From an optimization exercise on the open Yosys and OpenROAD flow, aimed at small area, a short achievable clock period and few clock cycles; shortcuts taken in it are not production practice.
Only simulation tests tie the RTL to the original design; equivalence was not proved.

$ cat flow/config.mk
export PLATFORM = sky130hd
export DESIGN_NAME = adaptive_throughput_meter
export DESIGN_NICKNAME = adaptive_throughput_meter
export VERILOG_FILES = /design/flow/design.v
export SDC_FILE = /design/flow/constraint.sdc
export NUM_CORES = 4
export LEC_CHECK = 0
export CAP_MARGIN = 20
export CORE_MARGIN = 2
export CORE_UTILIZATION = 40
export SLEW_MARGIN = 20
$ cat flow/run.sh
#!/bin/bash
# synth_recipe.tcl (not shown) runs the flow's synth.tcl, then flattens the netlist and writes it again
# the make line also repeats each setting of config.mk as NAME=value (left out here)
make -C /OpenROAD-flow-scripts/flow DESIGN_CONFIG=/design/flow/config.mk WORK_HOME=/design/flow/orfs CLKGATE_MAP_FILE= SYNTH_SCRIPT=/design/flow/synth_recipe.tcl finish
$ cat flow/design.v
package atm_pkg;
    localparam int DATA_W  = 32;
    localparam int CFG_IW  = 4;
    localparam int CFG_DW  = 16;
    localparam logic [3:0]        DEPTH_RESET  = 4'd5;
    localparam logic [15:0]       WINDOW_RESET = 16'd1000;
    localparam logic [CFG_IW-1:0] CFG_DEPTH    = 4'd0;
    localparam logic [CFG_IW-1:0] CFG_WINDOW   = 4'd1;
endpackage
module atm_div #(
    parameter int K = 4
) (
    input  logic [15:0] i_rem,
    input  logic [31:0] i_quo,
    input  logic [15:0] i_dvs,
    output logic [15:0] o_rem,
    output logic [31:0] o_quo
);
    always_comb begin
        logic [16:0] sh;
        logic [16:0] diff;
        logic [15:0] rem;
        logic [31:0] quo;
        rem = i_rem;
        quo = i_quo;
        for (int i = 0; i < K; i++) begin
            sh   = {rem, quo[31]};
            diff = sh - {1'b0, i_dvs};
            quo  = {quo[30:0], ~diff[16]};
            rem  = diff[16] ? sh[15:0] : diff[15:0];
        end
        o_rem = rem;
        o_quo = quo;
    end
endmodule
import atm_pkg::*;
module adaptive_throughput_meter #(
    parameter int HISTORY_SLOTS = 10
) (
    input  logic        i_clk,
    input  logic        i_rst_n,
    input  logic        i_in_valid,
    output logic        o_in_stall,
    input  logic [1:0]  i_kind,
    input  logic [15:0] i_byte_count,
    input  logic [9:0]  i_tick_ms,
    output logic        o_out_valid,
    input  logic        i_out_stall,
    output logic [31:0] o_speed,
    output logic        o_window_closed,
    output logic        o_averaged,
    input  logic        i_cfg_valid,
    output logic        o_cfg_ready,
    input  logic [atm_pkg::CFG_IW-1:0] i_cfg_index,
    input  logic [atm_pkg::CFG_DW-1:0] i_cfg_data
);
    localparam int K     = 4;           
    localparam int NCYC  = 32 / K;      
    localparam int CW    = $clog2(NCYC);
    localparam logic [2:0] S_IDLE = 3'd0;
    localparam logic [2:0] S_LOAD = 3'd1;    
    localparam logic [2:0] S_DIV  = 3'd2;    
    localparam logic [2:0] S_STOR = 3'd3;    
    localparam logic [2:0] S_FIN  = 3'd4;    
    logic [2:0]        r_state;
    logic [3:0]        r_depth;
    logic [15:0]       r_window;
    logic [3:0]        r_hc;
    logic [31:0]       r_mean;
    logic [15:0]       r_mcount;
    logic [31:0]       r_bytes;
    logic [15:0]       r_elapsed;
    logic [31:0]       r_hmin;
    logic [31:0]       r_hmax;
    logic              r_closed;
    logic              r_mdiv;       
    logic              r_neg;        
    logic [CW-1:0]     r_cnt;
    logic [15:0]       r_rem;
    logic [31:0]       r_quo;
    logic              r_out_valid;
    logic              w_out_free;
    logic              w_acc;
    logic              w_cfg_acc;
    logic [16:0]       w_el_sum;
    logic [15:0]       w_el_new;
    logic [32:0]       w_by_sum;
    logic [31:0]       w_by_new;
    logic              w_closing;
    logic [41:0]       w_x;
    logic              w_sat;
    logic              w_trend;
    logic [32:0]       w_diff;
    logic [15:0]       w_dvs;
    logic [15:0]       w_rem_n;
    logic [31:0]       w_quo_n;
    assign w_out_free  = !r_out_valid || !i_out_stall;
    assign o_in_stall  = i_cfg_valid || (r_state != S_IDLE) || !w_out_free;
    assign o_cfg_ready = (r_state == S_IDLE) && !r_out_valid;
    assign w_acc       = i_in_valid && !o_in_stall;
    assign w_cfg_acc   = i_cfg_valid && o_cfg_ready;
    assign o_out_valid     = r_out_valid;
    assign o_averaged      = (r_hc != 4'd0);
    assign o_speed         = (r_hc != 4'd0) ? r_mean : r_quo;
    assign o_window_closed = r_closed;
    always_comb begin
        w_el_sum  = {1'b0, r_elapsed} + 17'(i_tick_ms);
        w_el_new  = w_el_sum[16] ? 16'hFFFF : w_el_sum[15:0];
        w_by_sum  = {1'b0, r_bytes} + 33'(i_byte_count);
        w_by_new  = w_by_sum[32] ? 32'hFFFF_FFFF : w_by_sum[31:0];
        w_closing = (i_kind == 2'd1) && (w_el_new > r_window);
        w_x       = {(42'(r_bytes) << 7) - (42'(r_bytes) << 1) - 42'(r_bytes)} << 3;
        w_sat     = (w_x[41:32] >= r_elapsed[9:0] && r_elapsed[15:10] == 6'd0);
        w_trend   = (r_depth == 4'd0) || (r_hmin >= r_mean) || (r_hmax <= r_mean);
        w_diff    = {1'b0, r_quo} - {1'b0, r_mean};
        w_dvs     = r_mdiv ? r_mcount : r_elapsed;
    end
    atm_div #(.K(K)) u_div (
        .i_rem (r_rem),
        .i_quo (r_quo),
        .i_dvs (w_dvs),
        .o_rem (w_rem_n),
        .o_quo (w_quo_n)
    );
    always_ff @(posedge i_clk) begin
        if (!i_rst_n) begin
            r_state     <= S_IDLE;
            r_depth     <= DEPTH_RESET;
            r_window    <= WINDOW_RESET;
            r_hc        <= '0;
            r_mean      <= '0;
            r_mcount    <= '0;
            r_bytes     <= '0;
            r_elapsed   <= '0;
            r_out_valid <= 1'b0;
        end else begin
            if (r_out_valid && !i_out_stall) begin
                r_out_valid <= 1'b0;
            end
            if (w_cfg_acc) begin
                case (i_cfg_index)
                    CFG_DEPTH: begin
                        if (i_cfg_data[3:0] < 4'(HISTORY_SLOTS)) begin
                            r_depth <= i_cfg_data[3:0];
                            r_hc    <= '0;
                            r_mean  <= '0;
                        end
                    end
                    CFG_WINDOW: r_window <= i_cfg_data;
                    default: ;
                endcase
            end
            case (r_state)
                S_IDLE: begin
                    if (w_acc) begin
                        case (i_kind)
                            2'd0: begin
                                r_bytes <= w_by_new;
                                if (r_hc == 4'd0 && r_elapsed != 16'd0) begin
                                    r_state <= S_LOAD;
                                end else begin
                                    r_out_valid <= 1'b1;
                                end
                            end
                            2'd1: begin
                                r_elapsed <= w_el_new;
                                if (w_closing || (r_hc == 4'd0 && w_el_new != 16'd0)) begin
                                    r_state <= S_LOAD;
                                end else begin
                                    r_out_valid <= 1'b1;
                                end
                            end
                            2'd2: begin
                                r_bytes     <= '0;
                                r_elapsed   <= '0;
                                r_hc        <= '0;
                                r_mean      <= '0;
                                r_mcount    <= '0;
                                r_out_valid <= 1'b1;
                            end
                            default: begin
                                if (r_hc == 4'd0 && r_elapsed != 16'd0) begin
                                    r_state <= S_LOAD;
                                end else begin
                                    r_out_valid <= 1'b1;
                                end
                            end
                        endcase
                    end
                end
                S_LOAD: begin
                    if (r_closed && r_hc > r_depth) begin
                        r_hc <= '0;
                        if (w_trend) begin
                            r_mcount <= '0;
                        end
                    end
                    if (w_sat) begin
                        if (r_closed) begin
                            r_state <= S_STOR;
                        end else begin
                            r_state     <= S_IDLE;
                            r_out_valid <= 1'b1;
                        end
                    end else begin
                        r_state <= S_DIV;
                    end
                end
                S_DIV: begin
                    if (r_cnt == CW'(NCYC - 1)) begin
                        if (r_mdiv) begin
                            r_state <= S_FIN;
                        end else if (r_closed) begin
                            r_state <= S_STOR;
                        end else begin
                            r_state     <= S_IDLE;
                            r_out_valid <= 1'b1;
                        end
                    end
                end
                S_STOR: begin
                    r_hc      <= r_hc + 4'd1;
                    r_bytes   <= '0;
                    r_elapsed <= '0;
                    if (r_mcount != 16'hFFFF) begin
                        r_mcount <= r_mcount + 16'd1;
                    end
                    if (r_mcount == 16'd0) begin
                        r_mean      <= r_quo;
                        r_state     <= S_IDLE;
                        r_out_valid <= 1'b1;
                    end else begin
                        r_state <= S_DIV;
                    end
                end
                S_FIN: begin
                    r_mean      <= r_mean + (r_quo ^ {32{r_neg}});
                    r_state     <= S_IDLE;
                    r_out_valid <= 1'b1;
                end
                default: r_state <= S_IDLE;
            endcase
        end
    end
    always_ff @(posedge i_clk) begin
        case (r_state)
            S_IDLE: begin
                if (w_acc) begin
                    r_closed <= w_closing;
                    r_mdiv   <= 1'b0;
                    r_quo    <= '0;
                end
            end
            S_LOAD: begin
                r_cnt <= '0;
                if (w_sat) begin
                    r_quo <= '1;
                end else begin
                    r_rem <= 16'(w_x[41:32]);
                    r_quo <= w_x[31:0];
                end
            end
            S_DIV: begin
                r_cnt <= r_cnt + CW'(1);
                r_rem <= w_rem_n;
                r_quo <= w_quo_n;
            end
            S_STOR: begin
                if (r_hc < r_depth) begin
                    if (r_hc == 4'd0 || r_quo < r_hmin) r_hmin <= r_quo;
                    if (r_hc == 4'd0 || r_quo > r_hmax) r_hmax <= r_quo;
                end
                r_cnt  <= '0;
                r_mdiv <= 1'b1;
                r_neg  <= w_diff[32];
                r_rem  <= '0;
                r_quo  <= w_diff[32] ? ~w_diff[31:0] : w_diff[31:0];
            end
            default: ;
        endcase
    end
endmodule
$ cat flow/constraint.sdc
create_clock -name core_clock -period 8.5 [get_ports {i_clk}]
set_input_delay 1.7000 -clock core_clock [delete_from_list [all_inputs] [get_ports {i_clk}]]
set_output_delay 1.7000 -clock core_clock [all_outputs]
set_load 0.01 [all_outputs]
==> flow_metrics.env <==
export IMPL_slowest_stage="edfxtp_1"
export IMPL_fin_crit_sh=1.09
export IMPL_grt_use_total=0.246
export IMPL_grt_pass1_wl_mm=126
export IMPL_place_congestion=0.967
export IMPL_synth_fa_ha_area_frac=0.215
export IMPL_clock_sinks=242
export IMPL_drtIter0Drc=2102
export IMPL_yosysTopAreaCell="ha_1"
export IMPL_antenna_cells=0
export IMPL_seq_area_frac_synth=0.241
export IMPL_endpoint_kind="flop"
export IMPL_synthSimpleGateAreaFrac=0.150
export IMPL_synth_top_family_by_area="compound AO/OA/AOI/OAI gates"
export IMPL_htreeDepth=2
export IMPL_port_buffers=89
export IMPL_so_violations="negative setup slack"
export IMPL_cts_tree="built"
export IMPL_io_pin_count=90
export IMPL_synth_common_cells="ha_1, inv_1, o21ai_0, nand2_1, a21oi_1"
export IMPL_crit_arrival_ps=9560
export IMPL_cts_made_buffers=34
export IMPL_path_max_fanout=7
export IMPL_syn_area_per_cell_um2=8.44
export IMPL_yosysTopAreaCellShare=0.189
export IMPL_synth_most_common_cell="ha_1"
export IMPL_antenna_found_initial=0
export IMPL_core_mm2=0.0617
export IMPL_powerDensity_mw_per_mm2=366
export IMPL_critPathLaunchType="flop"
export IMPL_dr_pass1_iters=6
export IMPL_dp_slack_ps=-1310
export IMPL_slowest_delay_ps=510
export IMPL_synthMuxAreaShare=0.0215
export IMPL_crit_top_cell="o21ai_2"
export IMPL_hpwl_mm=63.0
export IMPL_synth_cells=2960
export IMPL_grt_max_degree=70
export IMPL_peakVddDrop_mv=0.380
export IMPL_synth_seq_cells=242
export IMPL_vias_per_cell=5.69
export IMPL_status="finished with violations"
export IMPL_syn2layout_area_growth_pct=22.6
export IMPL_synthFlopType="dfxtp_1"
export IMPL_maxSlewViolCount=0
export IMPL_fillers=5884
export IMPL_timing_fmax_mhz=108
export IMPL_synthTopCellsByArea="ha_1, edfxtp_1, dfxtp_1, o21ai_0, a21o_1"
export IMPL_grt_pass1_vias=23300
export IMPL_maxSlewHeadroom=0.254
export IMPL_cts_root_buf="clkbuf_16"
export IMPL_yosysWarnings=2
export IMPL_drtAntennaViolNets=0
export IMPL_skew_ps=27.1
export IMPL_die_area_mm2=0.0645
export IMPL_power_mw=11.2
export IMPL_cts_buffer_depth=3
export IMPL_design_area_mm2=0.0306
export IMPL_setup_viol=17
export IMPL_cap_viol_max_count=0
export IMPL_netlist_area_mm2=0.0250
export IMPL_synth_cell_types=83
export IMPL_placed_cell_area_mm2=0.0288
export IMPL_dieWidth_um=254
export IMPL_synth_nets=3423
export IMPL_drc_errors=0
export IMPL_rsz0062_at_grt="yes"
export IMPL_setup_tns_final_ps=-12180
export IMPL_crit_type="flop to flop"
export IMPL_cp_required_ps=8790
export IMPL_layout_setup_ws_ps=-768
export IMPL_wire_per_inst_um=19.4
export IMPL_clkSlewWorstSetupHoldPaths_ps=60
export IMPL_worst_slew_pin_slew_ps=1110
export IMPL_period_needed_ps=9270
export IMPL_vias=23700
export IMPL_fin_nets=3758
export IMPL_synth_compound_area_frac=0.243
export IMPL_overflow=0
export IMPL_p_leak_nw=13.3
export IMPL_synth_xor_xnor_area_share=0.0744
export IMPL_hold_viol=0
export IMPL_routed_wl_mm=80.7
export IMPL_drive_above_1_share=0.149
export IMPL_async_reset_ff_frac=0
export IMPL_synth_edf_count=118
export IMPL_hold_class="flop to flop"
export IMPL_rows=91
export IMPL_worstSkewPairLatency_ps=560
export IMPL_start_util=0.405
export IMPL_dieHeight_um=254
## kinds of logic (layout without fill, tap and decap cells)
family,count (synthesis),count (layout)
fa+ha+maj,410,410
flops,242,242
buf+inv,359,720
mux,50,50
compound gates,929,929
simple gates,761,761
xor+xnor,209,209
## path summary, 6_finish.rpt
check / startpoint / depth (start not counted) / end / slack, ps
setup / recovery: r_mdiv / 46 / r_rem[2] / -770
hold / removal: r_window[10] / 2 / r_window[10] / 460
setup reg to reg: r_mdiv / 46 / r_rem[2] / -770
hold reg to reg: r_window[10] / 2 / r_window[10] / 460
## cell usage in the layout (no fill, tap or decap), types with 21 or more instances in the layout
master	instances
ha_1	368
buf_4	290
inv_1	262
nand2_1	226
o21ai_0	202
a21oi_1	197
nor2_1	167
a21o_1	142
dfxtp_1	124
xnor2_1	118
edfxtp_1	118
clkdlybuf4s50_1	89
xor2_1	87
nand4_1	47
o211ai_1	46
nor2b_1	43
nand3_1	42
o21a_1	40
nand2b_1	36
clkbuf_16	35
nor3_1	33
a222oi_1	30
and2_1	29
fa_1	29
o21bai_1	28
and3_1	26
or3_1	25
a22oi_1	24
o21ai_1	21
## per-stage QoR
stage	std cells	util	hold slack, ps
after floorplan	2960	-	436
after global placement	4065	0.466	449
after detailed placement	4065	0.466	447
after CTS	4149	0.490	455
after global routing	4158	0.496	471
final	4158	0.496	459
## metal layers
layer  routed length [um]  vias to the layer above  GRT usage
li1                     -                    11500          -
met1                37000                    11300      0.337
met2                37000                      734      0.406
met3                 4860                      120     0.0302
met4                 1780                        0     0.0657
met5                    0                        -          0
## sequential cells by signal (all words and copies together) (netlist names), 3 cells and up
name	flops
r_bytes	32
r_hmax	32
r_hmin	32
r_mean	32
r_quo	32
r_elapsed	16
r_mcount	16
r_rem	16
r_window	16
r_depth	4
r_hc	4
r_cnt	3
r_state	3
## final cells by class
class                   count  area (um^2)  share of cell area
multi-input cells        2359        18200               0.596
flip-flops and latches    242         6030               0.197
repair buffers            393         3250               0.106
well taps                 837         1050              0.0342
inverters                 265          995              0.0325
clock buffers              44          908              0.0297
clock inverters            18          156             0.00511
## worst max-delay path: cells and delay by family (launching register included)
| family | cells | cell delay [ps] |
|---|---|---|
| compound gates | 25 | 4180 |
| fa+ha+maj | 5 | 1390 |
| mux | 4 | 1100 |
| simple gates | 6 | 960 |
| flops | 1 | 510 |
| buf+inv | 4 | 430 |
| xor+xnor | 2 | 410 |
## report_power, final
group          switching (mW)  internal, mW
logic                    4.10          4.25
registers               0.124          1.32
clock network           0.590         0.819
total                    4.82          6.39
## timing repair
action	in CTS	in global routing
pin swaps	27	36
hold buffers	0	0
hold endpoints to repair	0	0
endpoints found under the setup margin	17	17
resized for setup	52	71
cloned	1	1
setup buffers	22	10
Testbench counts, summed over its fixed seeds: cycles 35,205.

-- static timing again, ports no longer ideal --
The results above use ideal ports. As a check the final layout listed here was re-extracted and re-timed, cells and wires unchanged. Step 1 sets driving cells, clkbuf_16 on the clock port and buf_2 on the other inputs (assumed; they add their load-dependent delay and slew). Step 2 also shifts input and output timing later by t, the mid clock arrival at the registers, as if the neighbouring blocks saw the same clock. a / b / c = ideal / step 1 / step 2; a / b = the first two.
shift t [ns]: 0.604
slack for setup (ns): -0.768 / -0.768 / -0.768
hold WS [ns]: 0.459 / 0.459 / 0.459
slew at the worst register clock pin (ns): 0.06 / 0.06
worst data-port slew with drivers (ns): 0.05
The setup slack of this run moves by 0.000 ns with the drivers and by 0.000 ns with both steps.
